From an optimization exercise on the open Yosys and OpenROAD flow, aimed at small area; shortcuts taken in it are not production practice.
Function was checked by simulation only, so behaviour that the tests miss may differ from the original.
Power figures rest on the tool's default switching activity, not on a simulated workload.

==> flow/design.v (excerpt) <==
module eeg_packet_parser #(
  parameter int BAND_COUNT = 8
) (
  input  wire logic                 clk,
  input  wire logic                 rst,
  input  wire logic                 cfg_valid,
  output logic                      cfg_ready,
  input  wire logic [CFG_IDX_W-1:0] cfg_index,
  input  wire logic [7:0]           cfg_data,
  input  wire logic                 push,
  output logic                      full,
  input  wire logic [7:0]           rx_byte,
  input  wire logic                 pop,
  output logic                      empty,
  output logic [3:0]                value_kind,
  output logic signed [24:0]        value_data,
  output logic                      last_value
);
  localparam int F_SYNC1 = 0, F_SYNC2 = 1, F_LEN = 2, F_PAY = 3, F_CHK = 4;
  localparam logic [1:0] R_CODE = 2'd0, R_LEN = 2'd1, R_SINGLE = 2'd2, R_DATA = 2'd3;
  localparam logic [1:0] C_NONE = 2'd0, C_Q = 2'd1, C_A = 2'd2, C_M = 2'd3;
  localparam logic [1:0] C_RAW = 2'd1, C_BAND = 2'd2;
  ...
Settings: LEC_CHECK=0, CAP_MARGIN=20, CORE_MARGIN=2, CORE_UTILIZATION=70, PLACE_DENSITY=0.8, SLEW_MARGIN=20; clock period 7.0 ns.
standard.sh (not shown) runs the stock make flow with config.mk's settings and CLKGATE_MAP_FILE= SYNTH_SCRIPT=/design/flow/synth_recipe.tcl, a recipe that flattens the netlist after the stock synthesis.
==> flow/flow/run.sh <==
#!/bin/bash
# Own layout flow: the standard ORFS flow (standard.sh, synth_recipe.tcl)
# with three changes to how the layout is made:
#  - logic mapping in synthesis uses flow/abc_map.script, an area-oriented ABC
#    script, in place of ORFS's abc_speed.script (flip-flop mapping, flattening
#    and renaming are unchanged, so the registers are the standard ones);
#  - a leaner clock tree: no dummy loads, larger sink clusters of clkbuf_16;
#  - single-drive buffers on the ports.
# Make's output goes to flow_make.log here; each ORFS step keeps its own log
# under orfs/logs/.
set -euo pipefail
cd "$(dirname "$0")/.."
rm -rf scripts_abc
cp -r "$FLOW_HOME/scripts" scripts_abc
cp flow/abc_map.script scripts_abc/abc_speed.script
CTS="-sink_clustering_enable -repair_clock_nets -dont_use_dummy_load"
CTS="$CTS -buf_list sky130_fd_sc_hd__clkbuf_8 -sink_clustering_size 18 -sink_clustering_max_diameter 50"
bash standard.sh "SCRIPTS_DIR=$PWD/scripts_abc" "CTS_ARGS=$CTS" \
  "BUFFER_PORTS_ARGS=-buffer_cell sky130_fd_sc_hd__buf_1" finish > flow_make.log 2>&1
==> flow/flow/abc_map.script <==
strash
dc2
&get -n
&st
&dch -f
&nf -R 1000
&put
topo
stime -c
Rerun with:
--- a/flow/flow/run.sh
+++ b/flow/flow/run.sh
@@ -5,5 +5,5 @@
 #    script, in place of ORFS's abc_speed.script (flip-flop mapping, flattening
 #    and renaming are unchanged, so the registers are the standard ones);
-#  - a leaner clock tree: no dummy loads, larger sink clusters of clkbuf_16;
+#  - a leaner clock tree: no dummy loads, sink clusters of up to 18 flip-flops on clkbuf_8;
 #  - single-drive buffers on the ports.
 # Make's output goes to flow_make.log here; each ORFS step keeps its own log
Settings changed: GPL_ROUTABILITY_DRIVEN set to 0, GPL_TIMING_DRIVEN set to 0.
The changed run finished clean.
Register-to-register slack is about the same.
Non-clock buffer count goes up by 5.
Wire length goes up by 5.5%.
Synthesized area is unchanged.
Flip-flop and latch count stays the same.
Power goes up by 1.1%.
Worst setup slack gets worse by 130 ps.
Clock skew hardly moves.
Design area goes up by 2.6%.
Utilization goes up by 2.0 points.

---

eeg_packet_parser again, from the RTL that the note above started with.
clock: 7.0 ns
lec_check: 0
cap_margin: 20
core_margin: 2
core_utilization: 70
place_density: 0.8
slew_margin: 20
==> flow/flow/run.sh <==
#!/bin/bash
# Own layout flow: the standard ORFS flow (standard.sh, synth_recipe.tcl)
# with three changes to how the layout is made:
#  - logic mapping in synthesis uses flow/abc_map.script, an area-oriented ABC
#    script, in place of ORFS's abc_speed.script (flip-flop mapping, flattening
#    and renaming are unchanged, so the registers are the standard ones);
#  - a leaner clock tree: no dummy loads, larger sink clusters of clkbuf_16;
#  - single-drive buffers on the ports.
# Make's output goes to flow_make.log here; each ORFS step keeps its own log
# under orfs/logs/.
set -euo pipefail
cd "$(dirname "$0")/.."
rm -rf scripts_abc
cp -r "$FLOW_HOME/scripts" scripts_abc
cp flow/abc_map.script scripts_abc/abc_speed.script
CTS="-sink_clustering_enable -repair_clock_nets -dont_use_dummy_load"
CTS="$CTS -buf_list sky130_fd_sc_hd__clkbuf_4 -sink_clustering_size 10 -sink_clustering_max_diameter 35"
bash standard.sh "SCRIPTS_DIR=$PWD/scripts_abc" "CTS_ARGS=$CTS" \
  "BUFFER_PORTS_ARGS=-buffer_cell sky130_fd_sc_hd__buf_1" finish > flow_make.log 2>&1
Scripts as last shown in full above: flow/flow/abc_map.script
The first run finished with timing, DRC and antenna clean.
Edit:
--- a/flow/flow/run.sh
+++ b/flow/flow/run.sh
@@ -7 +7 @@
-#  - a leaner clock tree: no dummy loads, larger sink clusters of clkbuf_16;
+#  - a leaner clock tree: no dummy loads, sink clusters of up to 18 flip-flops on clkbuf_8;
@@ -17 +17 @@
-CTS="$CTS -buf_list sky130_fd_sc_hd__clkbuf_4 -sink_clustering_size 10 -sink_clustering_max_diameter 35"
+CTS="$CTS -buf_list sky130_fd_sc_hd__clkbuf_8 -sink_clustering_size 18 -sink_clustering_max_diameter 50"
- CORE_UTILIZATION: 70 -> 75
- PLACE_DENSITY: 0.8 -> 0.85
Effect:
- clock power shrinks by about 2%
- wire length grows by 1.1%
- total power barely changes
- count of clock-buffer cells in the layout shrinks by 50
- setup slack loses 0.035 ns
Edit:
- CORE_UTILIZATION: 75 -> 70
- PLACE_DENSITY: 0.85 -> 0.8
=> Fmax rises slightly; global-route usage shrinks by 2.8 points; clock power stays flat; sequential power is about the same.
Edit:
--- a/flow/flow/run.sh
+++ b/flow/flow/run.sh
@@ -7 +7 @@
-#  - a leaner clock tree: no dummy loads, sink clusters of up to 18 flip-flops on clkbuf_8;
+#  - a leaner clock tree: no dummy loads, larger sink clusters of clkbuf_16;
@@ -17 +17 @@
-CTS="$CTS -buf_list sky130_fd_sc_hd__clkbuf_8 -sink_clustering_size 18 -sink_clustering_max_diameter 50"
+CTS="$CTS -buf_list sky130_fd_sc_hd__clkbuf_16 -sink_clustering_size 30 -sink_clustering_max_diameter 70"
- final area is about the same
- hold slack improved by 0.0085 ns
- clock skew decreases by 0.029 ns
- wire length is about the same
- fmax increases by 1.1%
- clock-buffer cell count decreases by 20
- setup slack improved by 0.071 ns

re-timing with driven ports:
Ports are ideal in the flow. The routed layouts listed here were re-timed in OpenROAD. Step 1 assumes that a clkbuf_16 drives the clock port and a buf_2 every other input. Step 2 moves the port delays by t, midway between the first and last clock arrival at a register: inputs arrive t later, outputs are due t later. That takes back most of the time a late clock gives input paths. a / b / c = ideal / step 1 / step 2; a / b = the first two.
run	t, ns	setup slack, ns	slew at the worst register clock pin (ns)	worst slew at a driven data input, ns
the first run of note 1	0.719	0.215 / 0.161 / 0.880	0.11 / 0.11	0.04
the second run of note 1	0.724	0.090 / 0.037 / 0.761	0.11 / 0.11	0.03
the first run of note 2	0.877	0.163 / 0.115 / 0.992	0.11 / 0.11	0.03
the second run of note 2	0.723	0.128 / 0.075 / 0.798	0.11 / 0.11	0.04
the third run of note 2	0.719	0.215 / 0.161 / 0.880	0.11 / 0.11	0.04
the fourth run of note 2	0.619	0.286 / 0.228 / 0.847	0.11 / 0.11	0.04
After both steps every run listed still meets setup and hold.
